What follows belongs to an exercise in optimizing a design on an open flow for small area, a short achievable clock period and few clock cycles per item; a production flow would make more cautious choices.
Where RTL was checked, it was by simulation tests only, not by an equivalence proof against the original.

v6:
==> flow/design.v (excerpt) <==
module page_table_translate_lru_fifo_core #(
	parameter int MAX_ENTRIES = 16,
	parameter int ADDR_BITS   = 16
) (
	input  logic        clk,
	input  logic        arst_n,
	input  logic        push,
	output logic        full,
	input  logic [15:0] virtual_address,
	output logic        empty,
	input  logic        pop,
	output logic        fault,
	output logic [3:0]  frame,
	output logic [19:0] physical_address,
	input  logic        cfg_valid,
	output logic        cfg_ready,
	input  logic [1:0]  cfg_index,
	input  logic [15:0] cfg_data
);
	logic [15:0] ps_q;    
	logic [4:0]  n_q;     
	logic        pol_q;   
	logic [17:0] ps3_q;   
	assign cfg_ready = 1'b1;
	always_ff @(posedge clk or negedge arst_n) begin
		if (!arst_n) begin
			ps_q  <= 16'd256;
			n_q   <= 5'd16;
			pol_q <= 1'b0;
		end else if (cfg_valid) begin
			case (cfg_index)
				2'd0: ps_q <= (cfg_data == 16'd0) ? 16'd1 : cfg_data;
				2'd1: n_q <= (cfg_data[4:0] == 5'd0) ? 5'd1 :
				             (cfg_data[4] && (cfg_data[3:0] != 4'd0)) ? 5'd16 : cfg_data[4:0];
				2'd2: pol_q <= cfg_data[0];
				default: begin
				end
			endcase
		end
	end
	always_ff @(posedge clk) begin
		ps3_q <= {2'b00, ps_q} + {1'b0, ps_q, 1'b0};
	end
	logic [16:0] ps2;
	assign ps2 = {ps_q, 1'b0};
	logic adv;       
	logic hv_q, kv_q;
	assign adv   = !kv_q;
	assign full  = kv_q;
	assign empty = !hv_q;
	localparam logic [8:1] REGM = 8'b1111_1101;
	logic [15:0] xi [1:8], xs [1:8], xr [1:8];
	logic [15:0] qi [1:8], qs [1:8], qr [1:8];
	logic        vi [1:8], vr [1:8];
	genvar k;
	generate
		for (k = 1; k <= 8; k++) begin : g_div
			localparam int J = 16 - 2 * k;  
			localparam int W = 2 * k;       
			logic [W-1:0] t;
			logic [W:0]   d1, d2, d3;
			logic         c1, c2, c3;
  ...
clock: 6.5 ns
lec_check: 0
abc_clock_period_in_ps: 2500
cap_margin: 20
core_margin: 2
core_utilization: 55
setup_slack_margin: 3.7
slew_margin: 20
run.sh (not shown) runs the stock make flow with config.mk's settings and CLKGATE_MAP_FILE= SYNTH_SCRIPT=/design/flow/synth_recipe.tcl, a recipe that flattens the netlist after the stock synthesis.
Modified inputs, v7 compared to v6
- changing SETUP_SLACK_MARGIN from 3.7 to 2.0
- setting TNS_END_PERCENT to 5 for the first time
- changing ABC_CLOCK_PERIOD_IN_PS from 2500 to 4000
Notes after the runs:
Post-layout worst setup margin on v7 is behind v6. When v7 is measured against v6, its non-clock buffer count turns out 455 lower. Re area after synthesis: no difference whatsoever between v6 and v7.
No functional check of the RTL was part of any run of this note.

* * *

== run X ==
The RTL this note starts from:
==> flow/design.v <==
module page_table_translate_lru_fifo_core #(
	parameter int MAX_ENTRIES = 16,
	parameter int ADDR_BITS   = 16
) (
	input  logic        clk,
	input  logic        arst_n,
	input  logic        push,
	output logic        full,
	input  logic [15:0] virtual_address,
	output logic        empty,
	input  logic        pop,
	output logic        fault,
	output logic [3:0]  frame,
	output logic [19:0] physical_address,
	input  logic        cfg_valid,
	output logic        cfg_ready,
	input  logic [1:0]  cfg_index,
	input  logic [15:0] cfg_data
);
	localparam int NS = 8;  
	logic [15:0] ps_q;    
	logic [4:0]  n_q;     
	logic        pol_q;   
	logic [17:0] ps3_q;   
	assign cfg_ready = 1'b1;
	always_ff @(posedge clk or negedge arst_n) begin
		if (!arst_n) begin
			ps_q  <= 16'd256;
			n_q   <= 5'd16;
			pol_q <= 1'b0;
		end else if (cfg_valid) begin
			case (cfg_index)
				2'd0: ps_q <= (cfg_data == 16'd0) ? 16'd1 : cfg_data;
				2'd1: n_q <= (cfg_data[4:0] == 5'd0) ? 5'd1 :
				             (cfg_data[4] && (cfg_data[3:0] != 4'd0)) ? 5'd16 : cfg_data[4:0];
				2'd2: pol_q <= cfg_data[0];
				default: begin
				end
			endcase
		end
	end
	always_ff @(posedge clk) begin
		ps3_q <= {2'b00, ps_q} + {1'b0, ps_q, 1'b0};
	end
	logic [16:0] ps2;
	assign ps2 = {ps_q, 1'b0};
	logic adv;       
	logic hv_q, kv_q;
	assign adv   = !kv_q;
	assign full  = kv_q;
	assign empty = !hv_q;
	logic        v_q [NS+1];
	logic [15:0] x_q [NS+1];
	logic [15:0] q_q [NS+1];
	logic [15:0] x_d [NS+1];
	logic [15:0] q_d [NS+1];
	assign x_d[0] = virtual_address;
	assign q_d[0] = 16'd0;
	genvar k;
	generate
		for (k = 1; k <= NS; k++) begin : g_div
			localparam int J = 16 - 2 * k;  
			localparam int W = 2 * k;       
			logic [W-1:0] t;
			logic [W:0]   d1, d2, d3;
			logic         c1, c2, c3;
			logic         z1, z2, z3;
			logic [W-1:0] nt;
			logic [1:0]   qb;
			assign t  = x_q[k-1][15:J];
			assign z1 = (W >= 16) ? 1'b1 : (ps_q  >> W) == 16'd0;
			assign z2 = (ps2 >> W) == 17'd0;
			assign z3 = (ps3_q >> W) == 18'd0;
			assign d1 = {1'b0, t} - {1'b0, ps_q[W-1:0]};
			assign d2 = {1'b0, t} - {1'b0, ps2[W-1:0]};
			assign d3 = {1'b0, t} - {1'b0, ps3_q[W-1:0]};
			assign c1 = z1 && !d1[W];
			assign c2 = z2 && !d2[W];
			assign c3 = z3 && !d3[W];
			assign qb = c3 ? 2'd3 : c2 ? 2'd2 : c1 ? 2'd1 : 2'd0;
			assign nt = c3 ? d3[W-1:0] : c2 ? d2[W-1:0] : c1 ? d1[W-1:0] : t;
			if (J > 0) begin : g_lo
				assign x_d[k] = {nt, x_q[k-1][J-1:0]};
			end else begin : g_last
				assign x_d[k] = nt;
			end
			assign q_d[k] = q_q[k-1] | (16'(qb) << J);
		end
	endgenerate
	logic [15:0] e_pg [16];
	logic [3:0]  e_fr [16];
	logic [4:0]  vc_q;      
	logic [15:0] vm_q;      
	logic        ft_q;      
	logic [15:0] pre_d;
	logic        prv_d;
	logic [15:0] pre_q;
	logic        prv_q;
	logic [15:0] ush_q;     
	logic [15:0] uwt_q;     
	logic [15:0] pg_t;
	assign pg_t = q_q[NS];
	genvar j;
	generate
		for (j = 0; j < 16; j++) begin : g_pre
			assign pre_d[j] = (e_pg[j] == q_d[NS]);
		end
	endgenerate
	assign prv_d = (pg_t == q_d[NS]);
	logic        tp;        
	logic [15:0] eq, ge, first, top, inst, sh, wt;
	logic        hit, lru_hit, evict, install, rot;
	logic [3:0]  hf, nf;
	assign tp = adv && v_q[NS];
	always_comb begin
		for (int i = 0; i < 16; i++) begin
			if (ush_q[i]) eq[i] = pre_q[(i + 1) % 16];
			else if (uwt_q[i]) eq[i] = prv_q;
			else eq[i] = pre_q[i];
		end
		eq = eq & vm_q;
		ge[0] = eq[0];
		for (int i = 1; i < 16; i++) ge[i] = ge[i-1] | eq[i];
		first[0] = eq[0];
		for (int i = 1; i < 16; i++) first[i] = eq[i] & !ge[i-1];
		for (int i = 0; i < 15; i++) top[i] = vm_q[i] & !vm_q[i+1];
		top[15] = vm_q[15];
		inst[0] = !vm_q[0];
		for (int i = 1; i < 16; i++) inst[i] = vm_q[i-1] & !vm_q[i];
		hit     = ge[15];
		lru_hit = hit && !pol_q;
		evict   = !hit && ft_q;
		install = !hit && !ft_q;
		rot     = lru_hit || evict;
		for (int i = 0; i < 15; i++) sh[i] = tp && vm_q[i+1] && (evict || (lru_hit && ge[i]));
		sh[15] = 1'b0;
		for (int i = 0; i < 16; i++) wt[i] = tp && ((rot && top[i]) || (install && inst[i]));
		hf = 4'd0;
		for (int i = 0; i < 16; i++) hf = hf | (first[i] ? e_fr[i] : 4'd0);
		nf = install ? vc_q[3:0] : (hit ? hf : e_fr[0]);
	end
	always_ff @(posedge clk) begin
		for (int i = 0; i < 16; i++) begin
			if (sh[i]) begin
				e_pg[i] <= e_pg[(i + 1) % 16];
				e_fr[i] <= e_fr[(i + 1) % 16];
			end else if (wt[i]) begin
				e_pg[i] <= pg_t;
				e_fr[i] <= nf;
			end
		end
	end
	logic [4:0]  vc_inc;
	logic [15:0] vm_same, vm_inc;
	assign vc_inc = vc_q + 5'd1;
	always_comb begin
		for (int i = 0; i < 16; i++) begin
			vm_same[i] = (5'(i) < vc_q)   && (5'(i) < n_q);
			vm_inc[i]  = (5'(i) < vc_inc) && (5'(i) < n_q);
		end
	end
	always_ff @(posedge clk or negedge arst_n) begin
		if (!arst_n) begin
			vc_q <= 5'd0;
			vm_q <= 16'd0;
			ft_q <= 1'b0;
		end else if (tp && install) begin
			vc_q <= vc_inc;
			vm_q <= vm_inc;
			ft_q <= (vc_inc >= n_q);
		end else begin
			vm_q <= vm_same;
			ft_q <= (vc_q >= n_q);
		end
	end
	logic        r_v_q, r_fault_q;
	logic [3:0]  r_frame_q;
	logic [15:0] r_off_q;
	always_ff @(posedge clk or negedge arst_n) begin
		if (!arst_n) begin
			for (int i = 0; i <= NS; i++) v_q[i] <= 1'b0;
			r_v_q <= 1'b0;
		end else if (adv) begin
			v_q[0] <= push;
			for (int i = 1; i <= NS; i++) v_q[i] <= v_q[i-1];
			r_v_q <= v_q[NS];
		end
	end
	always_ff @(posedge clk) begin
		if (adv) begin
			for (int i = 0; i <= NS; i++) begin
				x_q[i] <= x_d[i];
				q_q[i] <= q_d[i];
			end
			pre_q     <= pre_d;
			prv_q     <= prv_d;
			ush_q     <= sh;
			uwt_q     <= wt;
			r_fault_q <= !hit;
			r_frame_q <= nf;
			r_off_q   <= x_q[NS];
		end
	end
	logic [19:0] phys_d;
	assign phys_d = r_fault_q ? 20'd0 :
		((r_frame_q[0] ? {4'd0, ps_q}       : 20'd0) +
		 (r_frame_q[1] ? {3'd0, ps_q, 1'b0} : 20'd0) +
		 (r_frame_q[2] ? {2'd0, ps_q, 2'b0} : 20'd0) +
		 (r_frame_q[3] ? {1'd0, ps_q, 3'b0} : 20'd0) +
		 {4'd0, r_off_q});
	logic        h_fault_q, k_fault_q;
	logic [3:0]  h_frame_q, k_frame_q;
	logic [19:0] h_phys_q, k_phys_q;
	logic        rpush, hpop;
	assign rpush = adv && r_v_q;
	assign hpop  = pop && hv_q;
	always_ff @(posedge clk or negedge arst_n) begin
		if (!arst_n) begin
			hv_q <= 1'b0;
			kv_q <= 1'b0;
		end else begin
			if (hpop) begin
				hv_q <= kv_q || rpush;
				kv_q <= 1'b0;
			end else if (rpush) begin
				hv_q <= 1'b1;
				kv_q <= hv_q;
			end
		end
	end
	always_ff @(posedge clk) begin
		if (hpop && kv_q) begin
			h_fault_q <= k_fault_q;
			h_frame_q <= k_frame_q;
			h_phys_q  <= k_phys_q;
		end else if (rpush && (hpop || !hv_q)) begin
			h_fault_q <= r_fault_q;
			h_frame_q <= r_frame_q;
			h_phys_q  <= phys_d;
		end
		if (rpush && hv_q && !hpop) begin
			k_fault_q <= r_fault_q;
			k_frame_q <= r_frame_q;
			k_phys_q  <= phys_d;
		end
	end
	assign fault            = h_fault_q;
	assign frame            = h_frame_q;
	assign physical_address = h_phys_q;
endmodule
==> flow/config.mk <==
export PLATFORM = sky130hd
export DESIGN_NAME = page_table_translate_lru_fifo_core
export DESIGN_NICKNAME = page_table_translate_lru_fifo_core
export VERILOG_FILES = /design/flow/design.v
export SDC_FILE = /design/flow/constraint.sdc
export NUM_CORES = 4
export LEC_CHECK = 0
export CAP_MARGIN = 20
export CORE_MARGIN = 2
export CORE_UTILIZATION = 40
export SLEW_MARGIN = 20
==> flow/constraint.sdc <==
create_clock -name core_clock -period 6.5 [get_ports {clk}]
set_input_delay 1.3000 -clock core_clock [delete_from_list [all_inputs] [get_ports {clk}]]
set_output_delay 1.3000 -clock core_clock [all_outputs]
set_load 0.01 [all_outputs]
The final layout from run X, which completed every stage, passed the timing, DRC and antenna checks at the end of the flow.
Testbench counts of run X, summed over its fixed seeds: cycles 8,371, items 7,251.
The inputs of run R differ from those of run X as listed below.
- CORE_UTILIZATION now 55, was 40
- ABC_CLOCK_PERIOD_IN_PS now 3000, previously not set
- SETUP_SLACK_MARGIN now 3.5, previously not set
==> comparison <==
What the final checks of run R revealed, after a flow that finished every stage, was a layout that fails on max-capacitance violations, max-slew violations.
Going from run X to run R, the non-clock buffer count was found to have gone up by 586.
The layout overhead on the synthesized area reported for run R is greater than that of run X by 27 points.
Footprint of the multi-input gates: run R > run X
Of run X and run R, run X shows the lower routed length on met1, with run R above it.
Summary of run R over run X: number of placed cells counting well taps went down; complex-gate fraction of the synthesized area did not really move; setup slack went up.

## re-timing with driven ports
The flow's constraints put no driver on any port. The routed layouts listed below were extracted and timed again, unchanged, in two steps.
Step 1, drivers: a clkbuf_16 drives clk and a buf_2 each remaining input, both assumed.
Step 2 adds t to the input delays and takes it off the output delays; t is the mean of the earliest and latest rising clock arrival at the registers after step 1. Input paths then give back, and output paths get back, about the clock's delay inside the block.
a / b / c = ideal ports / drivers / drivers and shift; a / b = the first two.
run	shift t [ns]	setup slack, ns	worst setup path at the end	latest minus earliest clock arrival (ns)	cell pins on the clock port's net
v6	0.711	2.278 / 2.278 / 2.278	register to register	0.044 / 0.044	1
v7	0.706	2.034 / 2.034 / 2.034	register to register	0.053 / 0.053	1
run X	0.732	1.307 / 1.307 / 1.307	register to register	0.047 / 0.047	1
run R	0.716	1.870 / 1.870 / 1.870	register to register	0.082 / 0.083	1
